This design comes from an exercise in tuning for small area, a short achievable clock period and few clock cycles per item on the open sky130 flow, not from production work.
RTL that was checked went through simulation tests only; none was proved equivalent to the original.
The RTL of runs 3 to 6 was laid out without a check of its function.

## flow/design.v (module list and top-level ports; edited modules follow where they fit)
// module bdte_epoch: 233 lines
// module bdte_ctrl: 20 lines
// module bdte_datapath: 203 lines
// module broken_down_time_to_epoch: 49 lines
module broken_down_time_to_epoch (
  input  logic               clk_i,
  input  logic               rst_ni,
  input  logic               start,
  output logic               busy,
  input  logic signed [10:0] second_in_i,
  input  logic signed [10:0] minute_in_i,
  input  logic signed [10:0] hour_in_i,
  input  logic signed [10:0] day_in_i,
  input  logic signed [7:0]  month_in_i,
  input  logic        [7:0]  year_in_i,
  output logic               done_o,
  output logic        [5:0]  second_out_o,
  output logic        [5:0]  minute_out_o,
  output logic        [4:0]  hour_out_o,
  output logic        [4:0]  day_out_o,
  output logic        [3:0]  month_out_o,
  output logic signed [9:0]  year_out_o,
  output logic        [8:0]  day_of_year_o,
  output logic signed [33:0] epoch_seconds_o
);
  // ...
==> flow/flow/run.sh <==
#!/bin/bash
# The standard layout, with the port buffers made from sky130_fd_sc_hd__buf_2
# cells instead of the default delay buffers. make's output goes to
# flow_make.log in the work folder; each ORFS step keeps its own log under
# orfs/logs.
set -euo pipefail
export BUFFER_PORTS_ARGS="-buffer_cell sky130_fd_sc_hd__buf_2"
bash standard.sh > flow_make.log 2>&1
==> flow/standard.sh <==
#!/bin/bash
# synth_recipe.tcl (not shown) runs the flow's synth.tcl, then flattens the netlist and writes it again
# the make line also repeats each setting of config.mk as NAME=value (left out here)
make -C /OpenROAD-flow-scripts/flow DESIGN_CONFIG=/design/flow/config.mk WORK_HOME=/design/flow/orfs CLKGATE_MAP_FILE= SYNTH_SCRIPT=/design/flow/synth_recipe.tcl "${@:-finish}"
==> flow/config.mk <==
export PLATFORM = sky130hd
export DESIGN_NAME = broken_down_time_to_epoch
export DESIGN_NICKNAME = broken_down_time_to_epoch
export VERILOG_FILES = /design/flow/design.v
export SDC_FILE = /design/flow/constraint.sdc
export NUM_CORES = 4
export LEC_CHECK = 0
export CAP_MARGIN = 0
export CORE_MARGIN = 2
export CORE_UTILIZATION = 40
export SLEW_MARGIN = 0
==> flow/constraint.sdc <==
create_clock -name core_clock -period 9.0 [get_ports {clk_i}]
set_input_delay 1.8000 -clock core_clock [delete_from_list [all_inputs] [get_ports {clk_i}]]
set_output_delay 1.8000 -clock core_clock [all_outputs]
set_load 0.01 [all_outputs]
==> metrics.cfg, run 1 <==
[yosys]
synth_fp_nets = 2025
yosysTopAreaCellShare_pct = 18.4
synthTopCellsByCount = inv_1 (245), ha_1 (194), a21oi_1 (129)
synth_top_family_by_area = adder cells
synthTopCellsByArea = ha_1 (18%), fa_1 (17%), edfxtp_1 (8.2%), inv_1 (7.0%), xnor2_1 (5.4%)
syn_inst = 1655
yosysMostFrequentCell = inv_1
synth-seq-cells = 37

[layout]
largestRegisters = u_datapath.du_q x12, u_datapath.a_q x7
buffer_area_share_pct = 6.57
fillerInstances = 3280
multi_input_area_um2 = 11000
nets = 2156
clkbuf_count = 5
regMostFlops = u_datapath.du_q
fin_util_pct = 45.2

[cts]
htree_levels = 2
ctsHoldBuffers = 0
cts_buffer_depth = 2
cts_tree = built
clock_latency_ns = 0.28
root_buffer = clkbuf_16

[floorplan]
taps = 442
fp.dieArea_um2 = 34400

[detailed_routing]
drt_pass1_iterations = 5

[global_routing]
grtUsageMet1_pct = 27.9
busiest_layer = met2
grt-ovfl-total = 0

[sta]
fmax_mhz = 118
period_needed_ns = 8.47
skew_ns = 0.00615

[run_status]
outcome = complete, no violations

[setup_path]
path_class = flop to primary output

Testbench counts, summed over its fixed seeds: cycles 9,600, items 4,800.
==> inputs of run 2 (changes only) <==
==> flow/flow/run.sh (replaced) <==
#!/bin/bash
# The standard layout, with the port buffers made from sky130_fd_sc_hd__buf_2
# cells instead of the default delay buffers, and power recovery (cells on
# paths with slack downsized) after global routing. make's output goes to
# flow_make.log in the work folder; each ORFS step keeps its own log under
# orfs/logs.
set -euo pipefail
export BUFFER_PORTS_ARGS="-buffer_cell sky130_fd_sc_hd__buf_2"
export RECOVER_POWER=100
bash standard.sh > flow_make.log 2>&1
--- a/flow/config.mk
+++ b/flow/config.mk
@@ -5,7 +5,7 @@
 export SDC_FILE = /design/flow/constraint.sdc
 export NUM_CORES = 4
 export LEC_CHECK = 0
-export CAP_MARGIN = 0
+export CAP_MARGIN = 20
 export CORE_MARGIN = 2
 export CORE_UTILIZATION = 40
-export SLEW_MARGIN = 0
+export SLEW_MARGIN = 20
==> metrics.cfg, run 2 <==
[layout]
fillerInstances = 3303  ; was 3,280
largestRegisters = u_datapath.du_q x12, u_datapath.a_q x7  ; unchanged
fin_util_pct = 44.8  ; was 45.2%
layout-drive-gt1-share_pct = 9.07  ; was 12.7%
nets = 2156  ; unchanged
largest_reg_flops = 12  ; unchanged
regMostFlops = u_datapath.du_q  ; unchanged
final_cell_mix = inv_1 (243), ha_1 (193), a21oi_1 (127)  ; was inv_1 (243), ha_1 (193), buf_2 (143)
fin_area_um2 = 14600  ; was 14,700 um2
area_growth_pct = 10.5  ; was 11.4%
mostFrequentLayoutCell = inv_1  ; unchanged

[sta]
period_needed_ns = 8.47  ; about the same
skew_ns = 0.00577  ; was 0.00615 ns
slew_violations = 38  ; was 0
worst_pin_slew_ns = 3.00  ; was 0.987 ns
fmax_mhz = 118  ; about the same
period_share_pct = 94.1  ; about the same
relSlewSlack_pct = -100  ; was 34.1%
setup_viol = 0  ; unchanged
setup_slack_ns = 0.534  ; was 0.527 ns
hold_violations = 0  ; unchanged
hold_ws_ns = 1.28  ; was 0.790 ns

[global_routing]
grt_use_total_pct = 20.2  ; unchanged
grt_max_degree = 38  ; unchanged
grt-ovfl-total = 0  ; unchanged
grt_antenna_before_repair = 1  ; unchanged
grt_pass1_wl_mm = 56.5  ; unchanged
grt_pass1_vias = 11291  ; unchanged

[yosys]
synth-seq-cells = 37  ; unchanged
async_flop_share_pct = 2.70  ; unchanged
seq_area_frac_synth_pct = 8.40  ; unchanged
netlist_area_um2 = 13200  ; unchanged
yosysWarnings = 4  ; unchanged
synthTopCellsByCount = inv_1 (245), ha_1 (194), a21oi_1 (129)  ; unchanged
synth_cell_type_count = 85  ; unchanged
synth_fp_nets = 2025  ; unchanged
yosys.area.top_type = ha_1  ; unchanged
synthTopCellsByArea = ha_1 (18%), fa_1 (17%), edfxtp_1 (8.2%), inv_1 (7.0%), xnor2_1 (5.4%)  ; unchanged
synth-main-ff-cell = edfxtp_1  ; unchanged
syn_inst = 1655  ; unchanged
yosysTopAreaCellShare_pct = 18.4  ; unchanged
yosysMostFrequentCell = inv_1  ; unchanged
synth_area_per_cell_um2 = 7.95  ; unchanged
synth_edf_count = 36  ; unchanged

[setup_path]
cp_max_fo = 7  ; unchanged
path_class = flop to primary output  ; unchanged
crit_buf_inv = 5  ; unchanged
path_depth = 34  ; unchanged
critical_path.endpoint = day_out_o[4]  ; unchanged
worstSetupStartpoint = u_datapath.du_q[3]  ; unchanged
rr_startpoint = u_ctrl.busy_q  ; unchanged
slowest_stage = edfxtp_1  ; unchanged
cp.required_ns = 7.20  ; about the same
worst_setup_path_start_kind = flop  ; unchanged
reg2reg_depth = 1  ; unchanged
worstSetupEndpointType = primary output  ; unchanged
max_stage_delay_ns = 0.48  ; about the same
timing.rr.end = u_datapath.a_q[3]  ; unchanged
cp_data_arrival_time_ns = 6.67  ; about the same
r2r_setup_slack_ns = 5.87  ; was 7.35 ns
crit_top_cell = a21oi_1  ; unchanged
cp_top_family = compound AO/OA/AOI/OAI gates  ; unchanged

[detailed_routing]
vias = 11963  ; was 12,010
viasPerCell = 5.36  ; was 5.39
wl_per_cell_um = 15.6  ; about the same
drc = 0  ; unchanged
drt_iter0_drc = 745  ; was 661
wl_met1_mm = 16.2  ; was 16.1 mm
met2_length_mm = 16.1  ; was 16.2 mm
wl_mm = 34.8  ; was 34.7 mm
top_layer = met4  ; unchanged
drt_pass1_iterations = 5  ; unchanged
wl_met3_mm = 1.44  ; was 1.52 mm
antenna_left = 0  ; unchanged

[floorplan]
die_y_um = 185  ; unchanged
core_um2 = 32500  ; unchanged
rows = 66  ; unchanged
io_pins = 144  ; unchanged
fp.dieW_um = 185  ; unchanged
fp.dieArea_um2 = 34400  ; unchanged
initial_utilization_pct = 40.6  ; unchanged

[cts]
clock_latency_ns = 0.28  ; about the same
htree_levels = 2  ; unchanged
path_clk_slew_ns = 0.06  ; about the same
root_buffer = clkbuf_16  ; unchanged
cts_buffers = 5  ; unchanged
clock-sinks = 37  ; unchanged
cts_buffer_depth = 2  ; unchanged
cts_tree = built  ; unchanged

[min_path]
min_path_type = input pin to async pin  ; was flop to flop

[run_status]
check.faults = capacitance limit, slew limit
outcome = failed layout checks  ; was complete, no violations

[placed_design]
preCtsSetupSlack_ns = 0.446  ; unchanged
placed_area_um2 = 14400  ; unchanged
port-buffer-count = 143  ; unchanged
place_congestion = 0.938  ; unchanged
hpwl_mm = 29.3  ; unchanged

[flow_run]
cap_violations = 1  ; was 0

[run 2: logic make-up (layout without fill, tap and decap cells)]
group	after synthesis	count (layout)	synth area share (%)
other	0	1	0
flip-flops	37	37	8.40
adder cells (fa/ha/maj)	307	307	35.6
multiplexers	19	19	1.50
buffers and inverters	303	435	8.79
AO/OA/AOI/OAI	467	467	23.2
AND/OR/NAND/NOR	412	412	15.0
XOR/XNOR	110	110	7.42
[run 2: worst min path at each step]
| stage | start | endpoint | slack (ns) |
|---|---|---|---|
| floorplan | u_ctrl.busy_q | u_ctrl.busy_q | 1.05 |
| global placement | u_ctrl.busy_q | u_ctrl.busy_q | 0.77 |
| detailed placement | u_ctrl.busy_q | u_ctrl.busy_q | 0.77 |
| CTS | u_ctrl.busy_q | u_ctrl.busy_q | 0.79 |
| global route | rst_ni | u_ctrl.busy_q | 1.27 |
| finish | rst_ni | u_ctrl.busy_q | 1.28 |
[run 2: cell type report]
type                       count  area, um2  share of cell area, %
multi-input combinational   1315      10900                   75.1
antenna                        1       2.50                 0.0172
sequential                    37       1110                   7.60
timing repair buffer         176        883                   6.07
clock buffer                   5        125                  0.860
tap                          442        553                   3.80
inverter                     251        947                   6.51
clock inverter                 3       12.5                 0.0860
[run 2: repair_timing]
| action | 4_1_cts | 5_1_grt |
|---|---|---|
| hold buffers | 0 | 0 |
| buffers inserted | 0 | 9 |
| endpoints found under the setup margin | 0 | 3 |
| gates resized for setup | 0 | 13 |
[run 2: metrics by stage]
step	cells	TNS (ns)
2_1_floorplan	1655	0
3_3_place_gp	2212	0
3_5_place_dp	2212	0
4_1_cts	2220	0
5_1_grt	2229	-0.0218
6_report	2230	0
[run 2: routing by layer]
layer	up-vias	track usage, %
li1	6034	-
met1	5540	27.9
met2	333	33.8
met3	56	0.963
met4	0	6.54
met5	-	0
==> module bdte_datapath, before the edit <==
module bdte_datapath (
  input  logic               clk_i,
  input  logic               load_i,
  input  logic signed [10:0] second_in_i,
  input  logic signed [10:0] minute_in_i,
  input  logic signed [10:0] hour_in_i,
  input  logic signed [10:0] day_in_i,
  input  logic signed [7:0]  month_in_i,
  input  logic        [7:0]  year_in_i,
  output logic        [5:0]  second_out_o,
  output logic        [5:0]  minute_out_o,
  output logic        [4:0]  hour_out_o,
  output logic        [4:0]  day_out_o,
  output logic        [3:0]  month_out_o,
  output logic signed [9:0]  year_out_o,
  output logic        [8:0]  day_of_year_o,
  output logic signed [33:0] epoch_seconds_o
);
  logic signed [4:0] hs;
  logic signed [7:0] vs;
  logic signed [2:0] ks;
  logic        [5:0] sec_n;
  assign hs = second_in_i[10:6];
  assign vs = $signed({2'b00, second_in_i[5:0]}) + $signed({hs[4], hs, 2'b00});
  always_comb begin
    if      (vs >= 8'sd120) ks = 3'sd2;
    else if (vs >= 8'sd60)  ks = 3'sd1;
    else if (vs >= 8'sd0)   ks = 3'sd0;
    else if (vs >= -8'sd60) ks = -3'sd1;
    else                    ks = -3'sd2;
  end
  assign sec_n = 6'(vs[5:0] + {ks[2], ks[2], ks, 1'b0} + {ks[2], ks[2], ks, 1'b0});
  logic signed [4:0] hm;
  logic signed [8:0] bm;
  logic signed [2:0] km;
  logic signed [2:0] km_c [5];
  logic        [5:0] min_n;
  assign hm = minute_in_i[10:6];
  assign bm = $signed({3'b000, minute_in_i[5:0]}) + $signed({hm[4], hm[4], hm, 2'b00})
            + $signed({{4{hs[4]}}, hs});
  for (genvar i = 0; i < 5; i++) begin : g_km
    localparam int K = i - 2;
    always_comb begin
      if      (bm >= 9'sd120 - 9'(K)) km_c[i] = 3'sd2;
      else if (bm >= 9'sd60 - 9'(K))  km_c[i] = 3'sd1;
      else if (bm >= 9'sd0 - 9'(K))   km_c[i] = 3'sd0;
      else if (bm >= -9'sd60 - 9'(K)) km_c[i] = -3'sd1;
      else                            km_c[i] = -3'sd2;
    end
  end
  always_comb begin
    case (ks)
      -3'sd2:  km = km_c[0];
      -3'sd1:  km = km_c[1];
      3'sd0:   km = km_c[2];
      3'sd1:   km = km_c[3];
      default: km = km_c[4];
    endcase
  end
  assign min_n = 6'(bm[5:0] + {{3{ks[2]}}, ks} + {km[2], km, 2'b00});
  logic signed [6:0] qh;           
  logic        [1:0] mh;
  logic        [4:0] rh;
  assign {qh, mh} = bdte_pkg::bdte_divmod3_8(hour_in_i[10:3]);
  assign rh = {mh, hour_in_i[2:0]};
  logic signed [6:0] bu;
  logic signed [1:0] c3;
  logic signed [1:0] c3_c [5];
  logic        [4:0] hour_n;
  assign bu = $signed({2'b00, rh}) + $signed({{2{hm[4]}}, hm});
  for (genvar i = 0; i < 5; i++) begin : g_c3
    localparam int K = i - 2;
    always_comb begin
      if      (bu < 7'sd0 - 7'(K))   c3_c[i] = -2'sd1;
      else if (bu >= 7'sd24 - 7'(K)) c3_c[i] = 2'sd1;
      else                           c3_c[i] = 2'sd0;
    end
  end
  always_comb begin
    case (km)
      -3'sd2:  c3 = c3_c[0];
      -3'sd1:  c3 = c3_c[1];
      3'sd0:   c3 = c3_c[2];
      3'sd1:   c3 = c3_c[3];
      default: c3 = c3_c[4];
    endcase
  end
  assign hour_n = 5'(bu[4:0] + {{2{km[2]}}, km} + {c3, 3'b000});
  logic [4:0]  t;
  logic [3:0]  mo;
  logic [8:0]  ya;
  logic [6:0]  a;
  logic [1:0]  yb;
  assign {t, mo} = bdte_pkg::bdte_month_split(month_in_i);
  assign ya = {1'b0, year_in_i} + {4'd0, t};
  assign a  = ya[8:2];
  assign yb = year_in_i[1:0] + t[1:0];
  logic [11:0] dq, dqm, kday, du_p, du_m;
  assign dq   = 12'(13'(day_in_i) + 13'(qh) + 13'd1095);
  assign dqm  = 12'(13'(day_in_i) + 13'(qh) + 13'd1094);
  assign kday = {1'b0, bdte_pkg::bdte_kday(yb, mo)};
  assign du_p = dq + kday + {11'd0, (c3 == 2'sd1)};
  assign du_m = dqm + kday;
  logic [11:0] du;
  assign du = (c3 == -2'sd1) ? du_m : du_p;
  logic [5:0]         sec_q, min_q;
  logic [4:0]         hour_q;
  logic        [11:0] du_q;
  logic [6:0]         a_q;
  always_ff @(posedge clk_i) begin
    if (load_i) begin
      sec_q  <= sec_n;
      min_q  <= min_n;
      hour_q <= hour_n;
      du_q   <= du;
      a_q    <= a;
    end
  end
  logic [8:0] ge_y;
  assign ge_y[0] = (du_q >= 12'd365);
  assign ge_y[1] = (du_q >= 12'd730);
  assign ge_y[2] = (du_q >= 12'd1096);
  assign ge_y[3] = (du_q >= 12'd1461);
  assign ge_y[4] = (du_q >= 12'd1826);
  assign ge_y[5] = (du_q >= 12'd2191);
  assign ge_y[6] = (du_q >= 12'd2557);
  assign ge_y[7] = (du_q >= 12'd2922);
  assign ge_y[8] = (du_q >= 12'd3287);
  logic [3:0] j;
  logic [8:0] ystart;              
  always_comb begin
    if      (ge_y[8]) begin j = 4'd9; ystart = 9'(12'd3287); end
    else if (ge_y[7]) begin j = 4'd8; ystart = 9'(12'd2922); end
    else if (ge_y[6]) begin j = 4'd7; ystart = 9'(12'd2557); end
    else if (ge_y[5]) begin j = 4'd6; ystart = 9'(12'd2191); end
    else if (ge_y[4]) begin j = 4'd5; ystart = 9'(12'd1826); end
    else if (ge_y[3]) begin j = 4'd4; ystart = 9'(12'd1461); end
    else if (ge_y[2]) begin j = 4'd3; ystart = 9'(12'd1096); end
    else if (ge_y[1]) begin j = 4'd2; ystart = 9'(12'd730);  end
    else if (ge_y[0]) begin j = 4'd1; ystart = 9'(12'd365);  end
    else              begin j = 4'd0; ystart = 9'd0;         end
  end
  logic [8:0] doy;                 
  assign doy = du_q[8:0] - ystart;
  logic [3:0] mp;
  logic [8:0] mstart;
  always_comb begin
    if      (doy >= 9'd337) begin mp = 4'd11; mstart = 9'd337; end
    else if (doy >= 9'd306) begin mp = 4'd10; mstart = 9'd306; end
    else if (doy >= 9'd275) begin mp = 4'd9;  mstart = 9'd275; end
    else if (doy >= 9'd245) begin mp = 4'd8;  mstart = 9'd245; end
    else if (doy >= 9'd214) begin mp = 4'd7;  mstart = 9'd214; end
    else if (doy >= 9'd184) begin mp = 4'd6;  mstart = 9'd184; end
    else if (doy >= 9'd153) begin mp = 4'd5;  mstart = 9'd153; end
    else if (doy >= 9'd122) begin mp = 4'd4;  mstart = 9'd122; end
    else if (doy >= 9'd92)  begin mp = 4'd3;  mstart = 9'd92;  end
    else if (doy >= 9'd61)  begin mp = 4'd2;  mstart = 9'd61;  end
    else if (doy >= 9'd31)  begin mp = 4'd1;  mstart = 9'd31;  end
    else                    begin mp = 4'd0;  mstart = 9'd0;   end
  end
  logic jf;                        
  assign jf = (mp >= 4'd10);
  assign day_out_o     = doy[4:0] - mstart[4:0] + 5'd1;
  assign month_out_o   = jf ? (mp - 4'd10) : (mp + 4'd2);
  assign day_of_year_o = jf ? (doy - 9'd306)
                            : (doy + 9'd59 + {8'd0, ((j == 4'd3) || (j == 4'd7))});
  logic [9:0] ge_j;
  assign ge_j[0] = (du_q >= 12'd306);
  assign ge_j[1] = (du_q >= 12'd671);
  assign ge_j[2] = (du_q >= 12'd1036);
  assign ge_j[3] = (du_q >= 12'd1402);
  assign ge_j[4] = (du_q >= 12'd1767);
  assign ge_j[5] = (du_q >= 12'd2132);
  assign ge_j[6] = (du_q >= 12'd2497);
  assign ge_j[7] = (du_q >= 12'd2863);
  assign ge_j[8] = (du_q >= 12'd3228);
  assign ge_j[9] = (du_q >= 12'd3593);
  logic [3:0] g;
  always_comb begin
    g = 4'd0;
    for (int i = 0; i < 10; i++) g = g + {3'd0, ge_j[i]};
  end
  assign year_out_o = $signed({1'b0, a_q, 2'b00}) + $signed({6'd0, g}) - 10'sd23;
  logic y1, before69, corr;
  assign y1       = !ge_j[0] || (ge_j[3] && !ge_j[4]) || (ge_j[7] && !ge_j[8]);
  assign before69 = (a_q < 7'd21) || ((a_q == 7'd21) && !ge_j[7])
                 || ((a_q == 7'd22) && !ge_j[3]);
  assign corr     = before69 && !y1;
  logic [33:0] epoch;
  bdte_epoch u_epoch (
    .a_i     (a_q),
    .du_i    (du_q),
    .corr_i  (corr),
    .hour_i  (hour_q),
    .min_i   (min_q),
    .sec_i   (sec_q),
    .epoch_o (epoch)
  );
  assign epoch_seconds_o = $signed(epoch);
  assign second_out_o = sec_q;
  assign minute_out_o = min_q;
  assign hour_out_o   = hour_q;
endmodule
==> inputs of run 3 (changes only) <==
--- a/flow/design.v
+++ b/flow/design.v
@@ -965,18 +965,39 @@
   assign ya = {1'b0, year_in_i} + {4'd0, t};
   assign a  = ya[8:2];
   assign yb = year_in_i[1:0] + t[1:0];
-  logic [11:0] dq, dqm, kday, du_p, du_m;
-  assign dq   = 12'(13'(day_in_i) + 13'(qh) + 13'd1095);
+  logic [11:0] dq0, dqm, dqp, kday, du_0, du_m, du_p, du;
+  assign dq0  = 12'(13'(day_in_i) + 13'(qh) + 13'd1095);
   assign dqm  = 12'(13'(day_in_i) + 13'(qh) + 13'd1094);
+  assign dqp  = 12'(13'(day_in_i) + 13'(qh) + 13'd1096);
   assign kday = {1'b0, bdte_pkg::bdte_kday(yb, mo)};
-  assign du_p = dq + kday + {11'd0, (c3 == 2'sd1)};
+  assign du_0 = dq0 + kday;
   assign du_m = dqm + kday;
-  logic [11:0] du;
-  assign du = (c3 == -2'sd1) ? du_m : du_p;
+  assign du_p = dqp + kday;
+  always_comb begin
+    case (c3)
+      2'sd1:   du = du_p;
+      -2'sd1:  du = du_m;
+      default: du = du_0;
+    endcase
+  end
+  logic [3:0] j0;
+  always_comb begin
+    j0 = 4'd0;
+    if (du_0 >= 12'd365)  j0 = 4'd1;
+    if (du_0 >= 12'd730)  j0 = 4'd2;
+    if (du_0 >= 12'd1096) j0 = 4'd3;
+    if (du_0 >= 12'd1461) j0 = 4'd4;
+    if (du_0 >= 12'd1826) j0 = 4'd5;
+    if (du_0 >= 12'd2191) j0 = 4'd6;
+    if (du_0 >= 12'd2557) j0 = 4'd7;
+    if (du_0 >= 12'd2922) j0 = 4'd8;
+    if (du_0 >= 12'd3287) j0 = 4'd9;
+  end
   logic [5:0]         sec_q, min_q;
   logic [4:0]         hour_q;
   logic        [11:0] du_q;
   logic [6:0]         a_q;
+  logic [3:0]         j0_q;
   always_ff @(posedge clk_i) begin
     if (load_i) begin
       sec_q  <= sec_n;
@@ -984,34 +1005,45 @@
       hour_q <= hour_n;
       du_q   <= du;
       a_q    <= a;
+      j0_q   <= j0;
     end
   end
-  logic [8:0] ge_y;
-  assign ge_y[0] = (du_q >= 12'd365);
-  assign ge_y[1] = (du_q >= 12'd730);
-  assign ge_y[2] = (du_q >= 12'd1096);
-  assign ge_y[3] = (du_q >= 12'd1461);
-  assign ge_y[4] = (du_q >= 12'd1826);
-  assign ge_y[5] = (du_q >= 12'd2191);
-  assign ge_y[6] = (du_q >= 12'd2557);
-  assign ge_y[7] = (du_q >= 12'd2922);
-  assign ge_y[8] = (du_q >= 12'd3287);
-  logic [3:0] j;
-  logic [8:0] ystart;              
+  logic [8:0] ys0;                 
   always_comb begin
-    if      (ge_y[8]) begin j = 4'd9; ystart = 9'(12'd3287); end
-    else if (ge_y[7]) begin j = 4'd8; ystart = 9'(12'd2922); end
-    else if (ge_y[6]) begin j = 4'd7; ystart = 9'(12'd2557); end
-    else if (ge_y[5]) begin j = 4'd6; ystart = 9'(12'd2191); end
-    else if (ge_y[4]) begin j = 4'd5; ystart = 9'(12'd1826); end
-    else if (ge_y[3]) begin j = 4'd4; ystart = 9'(12'd1461); end
-    else if (ge_y[2]) begin j = 4'd3; ystart = 9'(12'd1096); end
-    else if (ge_y[1]) begin j = 4'd2; ystart = 9'(12'd730);  end
-    else if (ge_y[0]) begin j = 4'd1; ystart = 9'(12'd365);  end
-    else              begin j = 4'd0; ystart = 9'd0;         end
+    case (j0_q)
+      4'd1:    ys0 = 9'(12'd365);
+      4'd2:    ys0 = 9'(12'd730);
+      4'd3:    ys0 = 9'(12'd1096);
+      4'd4:    ys0 = 9'(12'd1461);
+      4'd5:    ys0 = 9'(12'd1826);
+      4'd6:    ys0 = 9'(12'd2191);
+      4'd7:    ys0 = 9'(12'd2557);
+      4'd8:    ys0 = 9'(12'd2922);
+      4'd9:    ys0 = 9'(12'd3287);
+      default: ys0 = 9'd0;
+    endcase
   end
+  logic [8:0] t0;                  
+  logic       long0, longm, under, over;
+  assign t0    = du_q[8:0] - ys0;
+  assign long0 = (j0_q == 4'd2) || (j0_q == 4'd6);
+  assign longm = (j0_q == 4'd3) || (j0_q == 4'd7);
+  assign under = (t0 == 9'd511);
+  assign over  = long0 ? (t0 == 9'd366) : (t0 == 9'd365);
+  logic [3:0] j;
   logic [8:0] doy;                 
-  assign doy = du_q[8:0] - ystart;
+  always_comb begin
+    if (under) begin
+      j   = j0_q - 4'd1;
+      doy = longm ? 9'd365 : 9'd364;
+    end else if (over) begin
+      j   = j0_q + 4'd1;
+      doy = 9'd0;
+    end else begin
+      j   = j0_q;
+      doy = t0;
+    end
+  end
   logic [3:0] mp;
   logic [8:0] mstart;
   always_comb begin
@@ -1031,26 +1063,21 @@
   logic jf;                        
   assign jf = (mp >= 4'd10);
   assign day_out_o     = doy[4:0] - mstart[4:0] + 5'd1;
+  logic [9:0] ybase;
+  logic [1:0] yinc;
+  assign ybase      = {1'b0, a_q, 2'b00} + {6'd0, j0_q} - 10'd24;
+  assign yinc       = 2'({1'b0, ~under} + {1'b0, over} + {1'b0, jf});
+  assign year_out_o = $signed(ybase + {8'd0, yinc});
   assign month_out_o   = jf ? (mp - 4'd10) : (mp + 4'd2);
   assign day_of_year_o = jf ? (doy - 9'd306)
                             : (doy + 9'd59 + {8'd0, ((j == 4'd3) || (j == 4'd7))});
   logic [9:0] ge_j;
   assign ge_j[0] = (du_q >= 12'd306);
-  assign ge_j[1] = (du_q >= 12'd671);
-  assign ge_j[2] = (du_q >= 12'd1036);
   assign ge_j[3] = (du_q >= 12'd1402);
   assign ge_j[4] = (du_q >= 12'd1767);
-  assign ge_j[5] = (du_q >= 12'd2132);
-  assign ge_j[6] = (du_q >= 12'd2497);
   assign ge_j[7] = (du_q >= 12'd2863);
   assign ge_j[8] = (du_q >= 12'd3228);
-  assign ge_j[9] = (du_q >= 12'd3593);
-  logic [3:0] g;
-  always_comb begin
-    g = 4'd0;
-    for (int i = 0; i < 10; i++) g = g + {3'd0, ge_j[i]};
-  end
-  assign year_out_o = $signed({1'b0, a_q, 2'b00}) + $signed({6'd0, g}) - 10'sd23;
+  assign {ge_j[9], ge_j[6:5], ge_j[2:1]} = '0;
   logic y1, before69, corr;
   assign y1       = !ge_j[0] || (ge_j[3] && !ge_j[4]) || (ge_j[7] && !ge_j[8]);
   assign before69 = (a_q < 7'd21) || ((a_q == 7'd21) && !ge_j[7])
==> flow/flow/run.sh (replaced) <==
#!/bin/bash
# The standard layout, with the port buffers made from sky130_fd_sc_hd__buf_2
# cells instead of the default delay buffers. make's output goes to
# flow_make.log in the work folder; each ORFS step keeps its own log under
# orfs/logs.
set -euo pipefail
export BUFFER_PORTS_ARGS="-buffer_cell sky130_fd_sc_hd__buf_2"
bash standard.sh > flow_make.log 2>&1
==> metrics.cfg, run 3 <==
[run_status]
outcome = complete, no violations  ; was failed layout checks

[cts]
cts_buffers = 5  ; unchanged
path_clk_slew_ns = 0.06  ; about the same
clock-sinks = 41  ; was 37
cts_tree = built  ; unchanged
root_buffer = clkbuf_16  ; unchanged
htree_levels = 2  ; unchanged
clock_latency_ns = 0.28  ; about the same
cts_buffer_depth = 2  ; unchanged
ctsHoldBuffers = 0  ; unchanged

[detailed_routing]
wl_per_cell_um = 15.7  ; was 15.6 um
drt_iter0_drc = 774  ; was 745
drt_pass1_iterations = 5  ; unchanged
vias = 13225  ; was 11,963
wl_mm = 37.8  ; was 34.8 mm
drc = 0  ; unchanged
viasPerCell = 5.50  ; was 5.36
antenna_left = 0  ; unchanged

[global_routing]
grt-ovfl-total = 0  ; unchanged
grt_pass1_vias = 12533  ; was 11,291
grt_pass1_wl_mm = 61.6  ; was 56.5 mm
grt_max_degree = 42  ; was 38
grt_use_total_pct = 20.0  ; was 20.2%
grt_antenna_before_repair = 0  ; was 1

[placed_design]
placed_area_um2 = 15500  ; was 14,400 um2
place_congestion = 0.903  ; was 0.938
hpwl_mm = 31.3  ; was 29.3 mm
dp.cells = 2390  ; was 2,212
port-buffer-count = 143  ; unchanged

[layout]
regMostFlops = u_datapath.du_q  ; unchanged
area_growth_pct = 11.9  ; was 10.5%
fin_util_pct = 45.1  ; was 44.8%
mostFrequentLayoutCell = inv_1  ; unchanged
largest_reg_flops = 12  ; unchanged
final_cell_mix = inv_1 (241), ha_1 (194), nor2_1 (152)  ; was inv_1 (243), ha_1 (193), a21oi_1 (127)
diodes = 0  ; was 1
layout-drive-gt1-share_pct = 12.9  ; was 9.07%
fin_area_um2 = 15900  ; was 14,600 um2
nets = 2313  ; was 2,156
largestRegisters = u_datapath.du_q x12, u_datapath.a_q x7  ; unchanged
final_cells = 2406  ; was 2,230

[sta]
slew_violations = 0  ; was 38
worst_pin_slew_ns = 1.01  ; was 3.00 ns
skew_ns = 0.00427  ; was 0.00577 ns
setup_viol = 0  ; unchanged
period_needed_ns = 8.59  ; was 8.47 ns
fmax_mhz = 116  ; was 118 MHz
hold_violations = 0  ; unchanged
period_share_pct = 95.5  ; was 94.1%
relSlewSlack_pct = 32.1  ; was -100%

[yosys]
async_flop_share_pct = 2.44  ; was 2.70%
synth_fp_nets = 2179  ; was 2,025
synth-main-ff-cell = edfxtp_1  ; unchanged
synth_cell_type_count = 88  ; was 85
seq_area_frac_synth_pct = 8.62  ; was 8.40%
yosys.area.top_type = ha_1  ; unchanged
synth-seq-cells = 41  ; was 37
yosysWarnings = 4  ; unchanged
synthTopCellsByArea = ha_1 (17%), fa_1 (15%), edfxtp_1 (8.4%), inv_1 (6.4%), xnor2_1 (5.7%)  ; was ha_1 (18%), fa_1 (17%), edfxtp_1 (8.2%), inv_1 (7.0%), xnor2_1 (5.4%)
yosysTopAreaCellShare_pct = 17.2  ; was 18.4%
synth_edf_count = 40  ; was 36
netlist_area_um2 = 14200  ; was 13,200 um2
yosysMostFrequentCell = inv_1  ; unchanged
syn_inst = 1810  ; was 1,655
synth_area_per_cell_um2 = 7.86  ; was 7.95 um2
synthTopCellsByCount = inv_1 (242), ha_1 (196), nor2_1 (153)  ; was inv_1 (245), ha_1 (194), a21oi_1 (129)

[setup_path]
rr_startpoint = u_ctrl.busy_q  ; unchanged
cp_top_family = compound AO/OA/AOI/OAI gates  ; unchanged
cp_max_fo = 4  ; was 7
reg2reg_depth = 2  ; was 1
worstSetupEndpointType = primary output  ; unchanged
crit_top_cell = inv_1  ; was a21oi_1
cp_data_arrival_time_ns = 6.79  ; was 6.67 ns
cp.required_ns = 7.20  ; about the same
worst_setup_path_start_kind = flop  ; unchanged
crit_buf_inv = 6  ; was 5
path_class = flop to primary output  ; unchanged
slowest_stage = fa_1  ; was edfxtp_1
r2r_setup_slack_ns = 7.66  ; was 5.87 ns
timing.rr.end = u_datapath.a_q[5]  ; was u_datapath.a_q[3]
max_stage_delay_ns = 0.50  ; was 0.48 ns

[floorplan]
io_pins = 144  ; unchanged
die_y_um = 193  ; was 185 um
fp.dieArea_um2 = 37100  ; was 34,400 um2
core_um2 = 35300  ; was 32,500 um2
initial_utilization_pct = 40.3  ; was 40.6%
fp.dieW_um = 193  ; was 185 um
rows = 69  ; was 66

[min_path]
min_path_type = flop to flop  ; was input pin to async pin
min_from = u_ctrl.busy_q
worstHoldEndpoint = u_ctrl.busy_q
holdPathStages = 1

[flow_run]
cap_violations = 0  ; was 1

==> run 3: final cells by class <==
cell class,count,area [um2]
fillers,3536,19400
multi-input cells,1464,11900
flip-flops and latches,41,1230
repair buffers,188,1070
inverters,244,916
well taps,461,577
clock buffers,5,125
clock inverters,3,65.1
==> run 3: kinds of logic after synthesis <==
kind of cell | synth area share, %
AOI/OAI and AO/OA | 25.1
xor gates and xnor gates | 7.75
DFF | 8.62
muxes | 0.880
and+or+nand+nor | 16.6
adders and majority gates | 32.7
buffers and inverters | 8.27
==> run 3: metrics by stage <==
stage               hold slack, ns  setup slack [ns]  TNS [ns]
CTS                          0.722            0.0535         0
floorplan                     1.10            0.0235         0
global route                 0.586           -0.0392   -0.0593
finish                       0.570             0.408         0
global placement             0.694             0.332         0
detailed placement           0.714             0.249         0
==> run 3: repair_timing <==
action / CTS / global route
gates cloned: 0 / 0
endpoints found under the setup margin: 2 / 8
pin swaps: 1 / 12
buffers inserted: 2 / 5
resized for setup: 0 / 27
==> run 3: worst max-delay path by stage <==
stage	start	end	slack (ns)	depth (start not counted)
finish	u_datapath.j0_q[0]	year_out_o[8]	0.41	33
global route	u_datapath.j0_q[0]	year_out_o[8]	-0.04	36
CTS	u_datapath.j0_q[0]	day_out_o[4]	0.05	33
detailed placement	u_datapath.j0_q[0]	year_out_o[8]	0.25	33
global placement	u_datapath.j0_q[0]	year_out_o[8]	0.33	33
floorplan	u_datapath.j0_q[1]	year_out_o[8]	0.02	38
==> run 3: layer usage <==
metal,global-route usage [%],part of all wire [%],up-vias
met5,0,0,-
met4,4.43,1.6,0
met3,0.727,3.2,42
li1,-,-,6658
met1,27.6,47,6209
met2,34.9,48,316
==> inputs of run 4 (changes only) <==
--- a/flow/config.mk
+++ b/flow/config.mk
@@ -8,4 +8,5 @@
 export CAP_MARGIN = 20
 export CORE_MARGIN = 2
 export CORE_UTILIZATION = 40
+export SETUP_SLACK_MARGIN = 1.5
 export SLEW_MARGIN = 20
==> metrics.cfg, run 4 <==
[run_status]
outcome = complete, no violations  ; unchanged

[cts]
cts_buffers = 5  ; unchanged
htree_levels = 2  ; unchanged
cts_tree = built  ; unchanged
root_buffer = clkbuf_16  ; unchanged
ctsHoldBuffers = 0  ; unchanged
clock-sinks = 41  ; unchanged
cts_buffer_depth = 2  ; unchanged
path_clk_slew_ns = 0.06  ; about the same
clock_latency_ns = 0.29  ; was 0.28 ns

[detailed_routing]
wl_per_cell_um = 15.9  ; was 15.7 um
vias = 13872  ; was 13,225
drt_pass1_iterations = 5  ; unchanged
antenna_left = 0  ; unchanged
drt_iter0_drc = 830  ; was 774
drc = 0  ; unchanged
viasPerCell = 5.54  ; was 5.50
wl_mm = 39.8  ; was 37.8 mm

[sta]
worst_pin_slew_ns = 0.790  ; was 1.01 ns
setup_viol = 0  ; unchanged
hold_violations = 0  ; unchanged
period_share_pct = 92.5  ; was 95.5%
skew_ns = 0.00497  ; was 0.00427 ns
rsz0062_at_grt = true
fmax_mhz = 120  ; was 116 MHz
period_needed_ns = 8.33  ; was 8.59 ns
relSlewSlack_pct = 46.7  ; was 32.1%
setup-tns-final_ns = 0  ; unchanged
slew_violations = 0  ; unchanged

[floorplan]
fp.dieArea_um2 = 37100  ; unchanged
fp.dieW_um = 193  ; unchanged
die_y_um = 193  ; unchanged
io_pins = 144  ; unchanged
initial_utilization_pct = 40.3  ; unchanged
core_um2 = 35300  ; unchanged
rows = 69  ; unchanged

[setup_path]
worstSetupStartpoint = u_datapath.j0_q[0]  ; unchanged
cp.required_ns = 7.20  ; about the same
timing.rr.end = u_datapath.a_q[3]  ; was u_datapath.a_q[5]
worst_setup_path_start_kind = flop  ; unchanged
r2r_setup_slack_ns = 7.66  ; about the same
worstSetupEndpointType = primary output  ; unchanged
cp_data_arrival_time_ns = 6.53  ; was 6.79 ns
path_class = flop to primary output  ; unchanged
critical_path.endpoint = year_out_o[8]  ; unchanged
cp_max_fo = 6  ; was 4
rr_startpoint = u_ctrl.busy_q  ; unchanged
max_stage_delay_ns = 0.55  ; was 0.50 ns
crit_top_cell = inv_2  ; was inv_1
slowest_stage = fa_2  ; was fa_1
reg2reg_depth = 2  ; unchanged

[yosys]
syn_inst = 1810  ; unchanged
synth_cell_type_count = 88  ; unchanged
netlist_area_um2 = 14200  ; unchanged
synth-seq-cells = 41  ; unchanged
seq_area_frac_synth_pct = 8.62  ; unchanged
async_flop_share_pct = 2.44  ; unchanged
synth_area_per_cell_um2 = 7.86  ; unchanged
yosys.area.top_type = ha_1  ; unchanged
synth-main-ff-cell = edfxtp_1  ; unchanged
yosysMostFrequentCell = inv_1  ; unchanged
yosysWarnings = 4  ; unchanged
yosysTopAreaCellShare_pct = 17.2  ; unchanged
synth_fp_nets = 2179  ; unchanged
synth_edf_count = 40  ; unchanged
synthTopCellsByCount = inv_1 (242), ha_1 (196), nor2_1 (153)  ; unchanged
synthTopCellsByArea = ha_1 (17%), fa_1 (15%), edfxtp_1 (8.4%), inv_1 (6.4%), xnor2_1 (5.7%)  ; unchanged

[global_routing]
grt-ovfl-total = 0  ; unchanged
grt_antenna_before_repair = 0  ; unchanged
grtUsageMet2_pct = 36.2  ; was 34.9%
grt_max_degree = 42  ; unchanged
busiest_layer = met2  ; unchanged
grt_pass1_vias = 13075  ; was 12,533
grt_use_total_pct = 20.7  ; was 20.0%
use_met3_pct = 1.07  ; was 0.727%
grt_pass1_wl_mm = 63.7  ; was 61.6 mm
grtUsageMet1_pct = 27.8  ; was 27.6%

[layout]
fin_area_um2 = 17500  ; was 15,900 um2
mostFrequentLayoutCell = inv_1  ; unchanged
fillerInstances = 3368  ; was 3,536
area_growth_pct = 23.0  ; was 11.9%
nets = 2410  ; was 2,313
largestRegisters = u_datapath.du_q x12, u_datapath.a_q x7  ; unchanged
regMostFlops = u_datapath.du_q  ; unchanged
final_cell_mix = inv_1 (229), ha_1 (174), nor2_1 (145)  ; was inv_1 (241), ha_1 (194), nor2_1 (152)
largest_reg_flops = 12  ; unchanged
layout-drive-gt1-share_pct = 22.6  ; was 12.9%

[placed_design]
place_congestion = 0.902  ; was 0.903
port-buffer-count = 143  ; unchanged
hpwl_mm = 31.1  ; was 31.3 mm
placed_area_um2 = 15700  ; was 15,500 um2

[min_path]
min_from = u_ctrl.busy_q  ; unchanged
min_path_type = flop to flop  ; unchanged

[flow_run]
cap_violations = 0  ; unchanged

-- run 4: per-stage QoR --
stage                     setup slack, ns  cells  utilization [%]  hold WS, ns
after global routing                0.449   2503             49.5        0.599
after CTS                           0.536   2433             46.8        0.735
after global placement              0.508   2381             44.4        0.697
after detailed placement            0.391   2381             44.4        0.725
after floorplan                     0.750   1810                -         1.10
final                               0.675   2504             49.5        0.576
-- run 4: cell families after synthesis --
kind of cell	Yosys count	synth area share, %
buffers and inverters	305	8.27
DFF	41	8.62
adders and majority gates	306	32.7
and+or+nand+nor	494	16.6
muxes	12	0.880
AOI/OAI and AO/OA	527	25.1
xor gates and xnor gates	125	7.75
-- run 4: worst max-delay path, delay by kind of cell, from the launching register on --
kind            cells  cell delay [ns]
mux                 1             0.19
compound gates      8             1.22
simple gates        7             1.19
xor+xnor            2             0.25
fa+ha+maj           7             1.93
buf+inv            10             1.01
flops               1             0.45
-- run 4: metal layers --
metal  up-vias  share of wire, %  wire length [um]
li1       6860                 -                 -
met1      6607                46             18300
met2       348                48             19300
met3        57               3.6              1420
met4         0               2.1               831
met5         -                 0                 0
-- run 4: worst min path at each step --
stage | end | cells past startpoint | slack, ns
6_report | u_ctrl.busy_q | 1 | 0.58
5_1_grt | u_ctrl.busy_q | 1 | 0.60
4_1_cts | u_ctrl.busy_q | 1 | 0.74
3_5_place_dp | u_ctrl.busy_q | 1 | 0.73
3_3_place_gp | u_ctrl.busy_q | 1 | 0.70
2_1_floorplan | u_ctrl.busy_q | 1 | 1.10
-- run 4: area by class of cell --
class | count | area, um2 | area share (%)
Multi-Input combinational cell | 1464 | 12700 | 72.6
Timing Repair Buffer | 285 | 1880 | 10.8
Sequential cell | 41 | 1230 | 7.01
Inverter | 244 | 940 | 5.37
Tap cell | 461 | 577 | 3.30
Clock buffer | 5 | 125 | 0.715
Clock inverter | 3 | 41.3 | 0.236
Antenna cell | 1 | 2.50 | 0.0143
-- run 4: timing repair --
action	4_1_cts	5_1_grt
setup endpoints to repair	40	36
pin swaps	50	74
buffers inserted	44	69
gates resized for setup	73	98
==> inputs of run 5 (changes only) <==
--- a/flow/design.v
+++ b/flow/design.v
@@ -1063,11 +1063,14 @@
   logic jf;                        
   assign jf = (mp >= 4'd10);
   assign day_out_o     = doy[4:0] - mstart[4:0] + 5'd1;
-  logic [9:0] ybase;
-  logic [1:0] yinc;
-  assign ybase      = {1'b0, a_q, 2'b00} + {6'd0, j0_q} - 10'd24;
-  assign yinc       = 2'({1'b0, ~under} + {1'b0, over} + {1'b0, jf});
-  assign year_out_o = $signed(ybase + {8'd0, yinc});
+  logic [9:0] yk0, yk1, yk2, yk3, ynf, yjf;
+  assign yk0 = {1'b0, a_q, 2'b00} + {6'd0, j0_q} - 10'd24;
+  assign yk1 = {1'b0, a_q, 2'b00} + {6'd0, j0_q} - 10'd23;
+  assign yk2 = {1'b0, a_q, 2'b00} + {6'd0, j0_q} - 10'd22;
+  assign yk3 = {1'b0, a_q, 2'b00} + {6'd0, j0_q} - 10'd21;
+  assign ynf = under ? yk0 : over ? yk2 : yk1;
+  assign yjf = under ? yk1 : over ? yk3 : yk2;
+  assign year_out_o = $signed(jf ? yjf : ynf);
   assign month_out_o   = jf ? (mp - 4'd10) : (mp + 4'd2);
   assign day_of_year_o = jf ? (doy - 9'd306)
                             : (doy + 9'd59 + {8'd0, ((j == 4'd3) || (j == 4'd7))});
--- a/flow/config.mk
+++ b/flow/config.mk
@@ -5,8 +5,8 @@
 export SDC_FILE = /design/flow/constraint.sdc
 export NUM_CORES = 4
 export LEC_CHECK = 0
+export ABC_AREA = 1
 export CAP_MARGIN = 20
 export CORE_MARGIN = 2
 export CORE_UTILIZATION = 40
-export SETUP_SLACK_MARGIN = 1.5
 export SLEW_MARGIN = 20
==> metrics.cfg, run 5 <==
[cts]
post_cts_resized = 0  ; was 73
ctsHoldBuffers = 0  ; unchanged
path_clk_slew_ns = 0.06  ; about the same
htree_levels = 2  ; unchanged
cts_tree = built  ; unchanged
root_buffer = clkbuf_16  ; unchanged
cts_setup_buffers = 0  ; was 44
clock_latency_ns = 0.28  ; was 0.29 ns
cts_buffer_depth = 2  ; unchanged
clock-sinks = 41  ; unchanged
cts_buffers = 5  ; unchanged

[yosys]
synth_fp_nets = 2592  ; was 2,179
synthTopCellsByCount = nand2_1 (486), inv_1 (403), ha_1 (185)  ; was inv_1 (242), ha_1 (196), nor2_1 (153)
async_flop_share_pct = 2.44  ; unchanged
seq_area_frac_synth_pct = 8.17  ; was 8.62%
synth_cell_type_count = 61  ; was 88
synth_fa_ha_area_share_pct = 30.0  ; was 32.7%
synth_compound_area_share_pct = 15.0  ; was 25.1%
yosysWarnings = 4  ; unchanged
synth_top_family_by_area = adder cells  ; unchanged
synth-main-ff-cell = edfxtp_1  ; unchanged
yosys.area_share.xor_xnor_pct = 7.65  ; was 7.75%
yosysMostFrequentCell = nand2_1  ; was inv_1
yosysTopAreaCellShare_pct = 15.4  ; was 17.2%
synth-simple-area-share_pct = 26.6  ; was 16.6%
synth_edf_count = 40  ; unchanged
yosys.area.top_type = ha_1  ; unchanged
synth_mux_area_share_pct = 0.0667  ; was 0.880%
netlist_area_um2 = 15000  ; was 14,200 um2
synth_area_per_cell_um2 = 6.71  ; was 7.86 um2
synth-seq-cells = 41  ; unchanged
synthTopCellsByArea = ha_1 (15%), fa_1 (15%), nand2_1 (12%), inv_1 (10%), edfxtp_1 (8.0%)  ; was ha_1 (17%), fa_1 (15%), edfxtp_1 (8.4%), inv_1 (6.4%), xnor2_1 (5.7%)
syn_inst = 2235  ; was 1,810

[sta]
rsz0062_at_grt = false  ; was true
hold_violations = 0  ; unchanged
period_share_pct = 90.3  ; was 92.5%
worst_pin_slew_ns = 0.712  ; was 0.790 ns
setup-tns-final_ns = 0  ; unchanged
setup_viol = 0  ; unchanged
relSlewSlack_pct = 52.4  ; was 46.7%
setup_slack_ns = 0.873  ; was 0.675 ns
period_needed_ns = 8.13  ; was 8.33 ns
slew_violations = 0  ; unchanged
skew_ns = 0.00530  ; was 0.00497 ns
fmax_mhz = 123  ; was 120 MHz

[min_path]
min_from = u_ctrl.busy_q  ; unchanged
min_path_type = flop to flop  ; unchanged

[detailed_routing]
drt_iter0_drc = 688  ; was 830
drc = 0  ; unchanged
viasPerCell = 5.09  ; was 5.54
vias = 14307  ; was 13,872
antenna_left = 0  ; unchanged
wl_mm = 38.7  ; was 39.8 mm
drt_pass1_iterations = 5  ; unchanged
wl_per_cell_um = 13.8  ; was 15.9 um

[setup_path]
cp.required_ns = 7.20  ; about the same
slowest_stage = edfxtp_1  ; was fa_2
worstSetupEndpointType = primary output  ; unchanged
crit_buf_inv = 11  ; was 10
worst_setup_path_start_kind = flop  ; unchanged
cp_top_family = simple AND/OR/NAND/NOR gates  ; was adder cells
crit_top_cell = inv_1  ; was inv_2
cp_data_arrival_time_ns = 6.33  ; was 6.53 ns
path_class = flop to primary output  ; unchanged
worstSetupStartpoint = u_datapath.j0_q[0]  ; unchanged
rr_startpoint = u_ctrl.busy_q  ; unchanged
max_stage_delay_ns = 0.59  ; was 0.55 ns
cp_max_fo = 22  ; was 6

[global_routing]
grt_max_degree = 42  ; unchanged
grt_antenna_before_repair = 1  ; was 0
grt_pass1_vias = 13880  ; was 13,075
grt_pass1_wl_mm = 65.2  ; was 63.7 mm
grt_use_total_pct = 19.8  ; was 20.7%
grt-ovfl-total = 0  ; unchanged

[layout]
final_cell_mix = nand2_1 (486), inv_1 (403), ha_1 (185)  ; was inv_1 (229), ha_1 (174), nor2_1 (145)
fillerInstances = 3834  ; was 3,368
multi_input_area_um2 = 11900  ; was 12,700 um2
layout-drive-gt1-share_pct = 11.0  ; was 22.6%
largestRegisters = u_datapath.du_q x12, u_datapath.a_q x7  ; unchanged
largest_reg_flops = 12  ; unchanged
diodes = 0  ; was 1
nets = 2701  ; was 2,410
mostFrequentLayoutCell = nand2_1  ; was inv_1
regArea_um2 = 1230  ; unchanged
regMostFlops = u_datapath.du_q  ; unchanged
fin_util_pct = 44.2  ; was 49.5%
area_growth_pct = 8.27  ; was 23.0%

[floorplan]
io_pins = 144  ; unchanged
initial_utilization_pct = 40.8  ; was 40.3%
core_um2 = 36800  ; was 35,300 um2
fp.dieW_um = 198  ; was 193 um
rows = 70  ; was 69
die_y_um = 198  ; was 193 um
fp.dieArea_um2 = 39100  ; was 37,100 um2

[placed_design]
place_congestion = 0.942  ; was 0.902
preCtsSetupSlack_ns = 1.11  ; was 0.391 ns
port-buffer-count = 143  ; unchanged
hpwl_mm = 33.2  ; was 31.1 mm

[flow_run]
cap_violations = 0  ; unchanged

[run_status]
outcome = complete, no violations  ; unchanged

## run 5: cell count changes after synthesis, moves of 20 or more
cell,before,now
a21o_1,44,6
nor2b_1,28,0
o21ai_0,102,144
inv_2,1,29
xnor2_1,93,34
nand2_1,123,486
a21oi_1,141,108
xor2_1,31,97
nand2b_1,31,0
inv_1,242,403
clkbuf_1,43,23
nand2_2,0,25
nand3_1,37,127
## run 5: worst paths after layout
kind	endpoint	slack (ns)	depth (start not counted)
worst min-delay path	u_ctrl.busy_q	0.56	1
worst min register to register	u_ctrl.busy_q	0.56	1
worst max register to register	u_datapath.j0_q[0]	7.69	2
min in group asynchronous	u_ctrl.busy_q	1.28	1
max in group asynchronous	u_ctrl.busy_q	7.64	1
worst max-delay path	day_out_o[4]	0.87	35
## run 5: worst reg2reg max path, stage by stage (launching register included)
cell and delay, ns:
dfrtp_1 0.41, nor2_4 0.33, buf_12 0.25
## run 5: layout make-up
type                       instances  share of cell area [%]
clock inverter                     3                   0.108
tap                              468                    3.60
inverter                         435                    10.1
multi-input combinational       1715                    73.3
timing repair buffer             146                    4.62
sequential                        41                    7.55
clock buffer                       5                   0.770
## run 5: cells by family (layout without fill, tap and decap cells)
family / count (synthesis) / count (layout)
AOI/OAI and AO/OA: 387 / 387
xor gates and xnor gates: 131 / 131
adders and majority gates: 294 / 294
buffers and inverters: 479 / 589
DFF: 41 / 41
muxes: 1 / 1
and+or+nand+nor: 902 / 902
## run 5: layer usage
metal	routed length [um]	track usage (%)	vias up
li1	-	-	7434
met1	18000	26.5	6538
met2	18600	35.0	292
met3	1240	0.802	41
met4	816	5.26	2
met5	7	0	-
## run 5: per-stage QoR
stage	hold slack [ns]	std cells	cell area (um2)
after detailed placement	0.710	2804	16100
after CTS	0.720	2812	16200
after global placement	0.703	2804	16100
after floorplan	1.11	2235	15000
final	0.557	2813	16200
after global routing	0.604	2813	16200
==> inputs of run 6 (changes only) <==
--- a/flow/design.v
+++ b/flow/design.v
@@ -899,7 +899,7 @@
     else if (vs >= -8'sd60) ks = -3'sd1;
     else                    ks = -3'sd2;
   end
-  assign sec_n = 6'(vs[5:0] + {ks[2], ks[2], ks, 1'b0} + {ks[2], ks[2], ks, 1'b0});
+  assign sec_n = {4'(vs[5:2] + {ks[2], ks}), vs[1:0]};
   logic signed [4:0] hm;
   logic signed [8:0] bm;
   logic signed [2:0] km;
@@ -927,7 +927,17 @@
       default: km = km_c[4];
     endcase
   end
-  assign min_n = 6'(bm[5:0] + {{3{ks[2]}}, ks} + {km[2], km, 2'b00});
+  logic [5:0] bks;
+  always_comb begin
+    case (ks)
+      -3'sd2:  bks = bm[5:0] - 6'd2;
+      -3'sd1:  bks = bm[5:0] - 6'd1;
+      3'sd0:   bks = bm[5:0];
+      3'sd1:   bks = bm[5:0] + 6'd1;
+      default: bks = bm[5:0] + 6'd2;
+    endcase
+  end
+  assign min_n = {4'(bks[5:2] + {km[2], km}), bks[1:0]};
   logic signed [6:0] qh;           
   logic        [1:0] mh;
   logic        [4:0] rh;
@@ -955,7 +965,17 @@
       default: c3 = c3_c[4];
     endcase
   end
-  assign hour_n = 5'(bu[4:0] + {{2{km[2]}}, km} + {c3, 3'b000});
+  logic [4:0] u5;
+  always_comb begin
+    case (km)
+      -3'sd2:  u5 = bu[4:0] - 5'd2;
+      -3'sd1:  u5 = bu[4:0] - 5'd1;
+      3'sd0:   u5 = bu[4:0];
+      3'sd1:   u5 = bu[4:0] + 5'd1;
+      default: u5 = bu[4:0] + 5'd2;
+    endcase
+  end
+  assign hour_n = {2'(u5[4:3] + c3), u5[2:0]};
   logic [4:0]  t;
   logic [3:0]  mo;
   logic [8:0]  ya;
--- a/flow/config.mk
+++ b/flow/config.mk
@@ -5,7 +5,6 @@
 export SDC_FILE = /design/flow/constraint.sdc
 export NUM_CORES = 4
 export LEC_CHECK = 0
-export ABC_AREA = 1
 export CAP_MARGIN = 20
 export CORE_MARGIN = 2
 export CORE_UTILIZATION = 40
==> metrics.cfg, run 6 <==
[min_path]
min_path_type = flop to flop  ; unchanged

[sta]
setup_slack_ns = 0.645  ; was 0.873 ns
skew_ns = 0.00421  ; was 0.00530 ns
fmax_mhz = 120  ; was 123 MHz
setup-tns-final_ns = 0  ; unchanged
relSlewSlack_pct = 38.9  ; was 52.4%
setup_viol = 0  ; unchanged
slew_violations = 0  ; unchanged
hold_ws_ns = 0.571  ; was 0.557 ns
worst_pin_slew_ns = 0.903  ; was 0.712 ns
period_needed_ns = 8.36  ; was 8.13 ns
period_share_pct = 92.8  ; was 90.3%
hold_violations = 0  ; unchanged

[setup_path]
worst_setup_path_start_kind = flop  ; unchanged
reg2reg_depth = 2  ; unchanged
crit_top_cell = ha_1  ; was inv_1
cp.required_ns = 7.20  ; about the same
rr_startpoint = u_ctrl.busy_q  ; unchanged
max_stage_delay_ns = 0.49  ; was 0.59 ns
timing.rr.end = u_datapath.du_q[1]  ; was u_datapath.j0_q[0]
worstSetupStartpoint = u_datapath.j0_q[1]  ; was u_datapath.j0_q[0]
worstSetupEndpointType = primary output  ; unchanged
critical_path.endpoint = day_out_o[4]  ; unchanged
r2r_setup_slack_ns = 7.64  ; was 7.69 ns
slowest_stage = edfxtp_1  ; unchanged
path_class = flop to primary output  ; unchanged
cp_data_arrival_time_ns = 6.56  ; was 6.33 ns
cp_max_fo = 8  ; was 22

[layout]
nets = 2381  ; was 2,701
largestRegisters = u_datapath.du_q x12, u_datapath.a_q x7  ; unchanged
fillerInstances = 3720  ; was 3,834
final_cells = 2490  ; was 2,813
regArea_um2 = 1230  ; unchanged
largest_reg_flops = 12  ; unchanged
regMostFlops = u_datapath.du_q  ; unchanged
mostFrequentLayoutCell = inv_1  ; was nand2_1
multi_input_area_um2 = 12200  ; was 11,900 um2
diodes = 0  ; unchanged
final_cell_mix = inv_1 (255), ha_1 (189), a21oi_1 (173)  ; was nand2_1 (486), inv_1 (403), ha_1 (185)
layout-drive-gt1-share_pct = 11.2  ; was 11.0%
fin_util_pct = 44.3  ; was 44.2%
area_growth_pct = 9.89  ; was 8.27%

[placed_design]
dp.cells = 2477  ; was 2,804
place_congestion = 0.918  ; was 0.942
preCtsSetupSlack_ns = 0.466  ; was 1.11 ns
port-buffer-count = 143  ; unchanged
hpwl_mm = 32.7  ; was 33.2 mm

[flow_run]
cap_violations = 0  ; unchanged

[yosys]
syn_inst = 1915  ; was 2,235
synth_edf_count = 40  ; unchanged
synth_fp_nets = 2275  ; was 2,592
yosysWarnings = 4  ; unchanged
synth_area_per_cell_um2 = 7.66  ; was 6.71 um2
synthTopCellsByCount = inv_1 (256), ha_1 (189), a21oi_1 (174)  ; was nand2_1 (486), inv_1 (403), ha_1 (185)
synthTopCellsByArea = ha_1 (16%), fa_1 (15%), edfxtp_1 (8.2%), inv_1 (6.6%), a21oi_1 (5.9%)  ; was ha_1 (15%), fa_1 (15%), nand2_1 (12%), inv_1 (10%), edfxtp_1 (8.0%)
synth-seq-cells = 41  ; unchanged
yosysTopAreaCellShare_pct = 16.1  ; was 15.4%
yosys.area.top_type = ha_1  ; unchanged
netlist_area_um2 = 14700  ; was 15,000 um2
synth_cell_type_count = 88  ; was 61
yosysMostFrequentCell = inv_1  ; was nand2_1
synth-main-ff-cell = edfxtp_1  ; unchanged
seq_area_frac_synth_pct = 8.36  ; was 8.17%
async_flop_share_pct = 2.44  ; unchanged

[detailed_routing]
wl_mm = 39.6  ; was 38.7 mm
viasPerCell = 5.54  ; was 5.09
drt_pass1_iterations = 6  ; was 5
drt_iter0_drc = 923  ; was 688
wl_per_cell_um = 15.9  ; was 13.8 um
drc = 0  ; unchanged
vias = 13803  ; was 14,307
antenna_left = 0  ; unchanged

[cts]
clock-sinks = 41  ; unchanged
root_buffer = clkbuf_16  ; unchanged
cts_buffer_depth = 2  ; unchanged
clock_latency_ns = 0.29  ; was 0.28 ns
htree_levels = 2  ; unchanged
path_clk_slew_ns = 0.06  ; about the same
ctsHoldBuffers = 0  ; unchanged
cts_tree = built  ; unchanged
cts_buffers = 5  ; unchanged

[floorplan]
initial_utilization_pct = 40.3  ; was 40.8%
core_um2 = 36300  ; was 36,800 um2
fp.dieW_um = 195  ; was 198 um
die_y_um = 195  ; was 198 um
io_pins = 144  ; unchanged
rows = 70  ; unchanged
fp.dieArea_um2 = 38200  ; was 39,100 um2

[global_routing]
grt_pass1_vias = 13125  ; was 13,880
grt_use_total_pct = 20.3  ; was 19.8%
grt_max_degree = 42  ; unchanged
grt-ovfl-total = 0  ; unchanged
grt_antenna_before_repair = 0  ; was 1
grt_pass1_wl_mm = 65.4  ; was 65.2 mm

[run_status]
outcome = complete, no violations  ; unchanged

run 6: logic make-up after synthesis:
kind of cell             Yosys count  share of synthesized area [%]
AO/OA/AOI/OAI                    598                           26.2
AND/OR/NAND/NOR                  489                           15.9
buffers and inverters            327                           8.65
adder cells (fa/ha/maj)          298                           30.9
XOR/XNOR                         143                           8.59
flip-flops                        41                           8.36
multiplexers                      19                           1.35
run 6: stage by stage:
stage               instance area [um2]
finish                            16100
global route                      16100
CTS                               16000
detailed placement                15800
global placement                  15800
floorplan                         14700
run 6: layout make-up:
cell class                 instances  share of cell area, %
clock buffer                       5                  0.777
clock inverter                     3                  0.404
inverter                         260                   6.06
multi-input combinational       1547                   75.9
sequential                        41                   7.61
tap                              468                   3.63
timing repair buffer             166                   5.59
run 6: critical path, delay by kind of cell (launching register included):
family,cells,cell delay [ns]
compound gates,9,1.42
xor+xnor,3,0.43
fa+ha+maj,6,1.66
simple gates,9,1.80
flops,1,0.49
buf+inv,4,0.44
run 6: repair_timing:
item | in CTS | in global routing
setup buffers | 0 | 4
endpoints found under the setup margin | 0 | 3
hold endpoints to repair | 0 | 0
gates resized for setup | 0 | 13
run 6: worst min-delay path by stage:
stage,start,cells after the start,endpoint
after floorplan,u_ctrl.busy_q,1,u_ctrl.busy_q
after global placement,u_ctrl.busy_q,1,u_ctrl.busy_q
after detailed placement,u_ctrl.busy_q,1,u_ctrl.busy_q
after CTS,u_ctrl.busy_q,1,u_ctrl.busy_q
after global routing,u_ctrl.busy_q,1,u_ctrl.busy_q
final,u_ctrl.busy_q,1,u_ctrl.busy_q
run 6: routing by layer:
layer / vias up / GRT usage, % / share of wire [%]
li1: 6952 / - / -
met1: 6501 / 28.8 / 49
met2: 318 / 34.4 / 47
met3: 32 / 0.915 / 3.5
met4: 0 / 4.01 / 1.3
met5: - / 0 / 0

[static timing again, ports no longer ideal]
Ports are ideal in the flow. The routed layouts listed here were re-timed in OpenROAD. Step 1 (the two cells are an assumption about what drives the block):
set clk [get_ports {clk_i}]
set_driving_cell -lib_cell sky130_fd_sc_hd__clkbuf_16 $clk
set_driving_cell -lib_cell sky130_fd_sc_hd__buf_2 [delete_from_list [all_inputs] $clk]
Step 2 adds t to the input delays and takes it off the output delays; t is the mean of the earliest and latest rising clock arrival at the registers after step 1. Input paths then give back, and output paths get back, about the clock's delay inside the block. Three values: ideal, step 1, step 2; two values: the first two.
| run | shift t [ns] | slack for setup (ns) | worst data-port slew with drivers (ns) |
|---|---|---|---|
| run 1 | 0.312 | 0.527 / 0.491 / 0.804 | 0.07 |
| run 2 | 0.312 | 0.534 / 0.499 / 0.302 | 0.07 |
| run 3 | 0.316 | 0.408 / 0.373 / 0.551 | 0.04 |
| run 4 | 0.321 | 0.675 / 0.637 / 0.958 | 0.05 |
| run 5 | 0.316 | 0.873 / 0.836 / 1.104 | 0.06 |
| run 6 | 0.321 | 0.645 / 0.608 / 0.486 | 0.04 |
For run 2, which loses most, drivers alone change the setup slack by -0.035 ns; drivers and shift together by -0.232 ns.
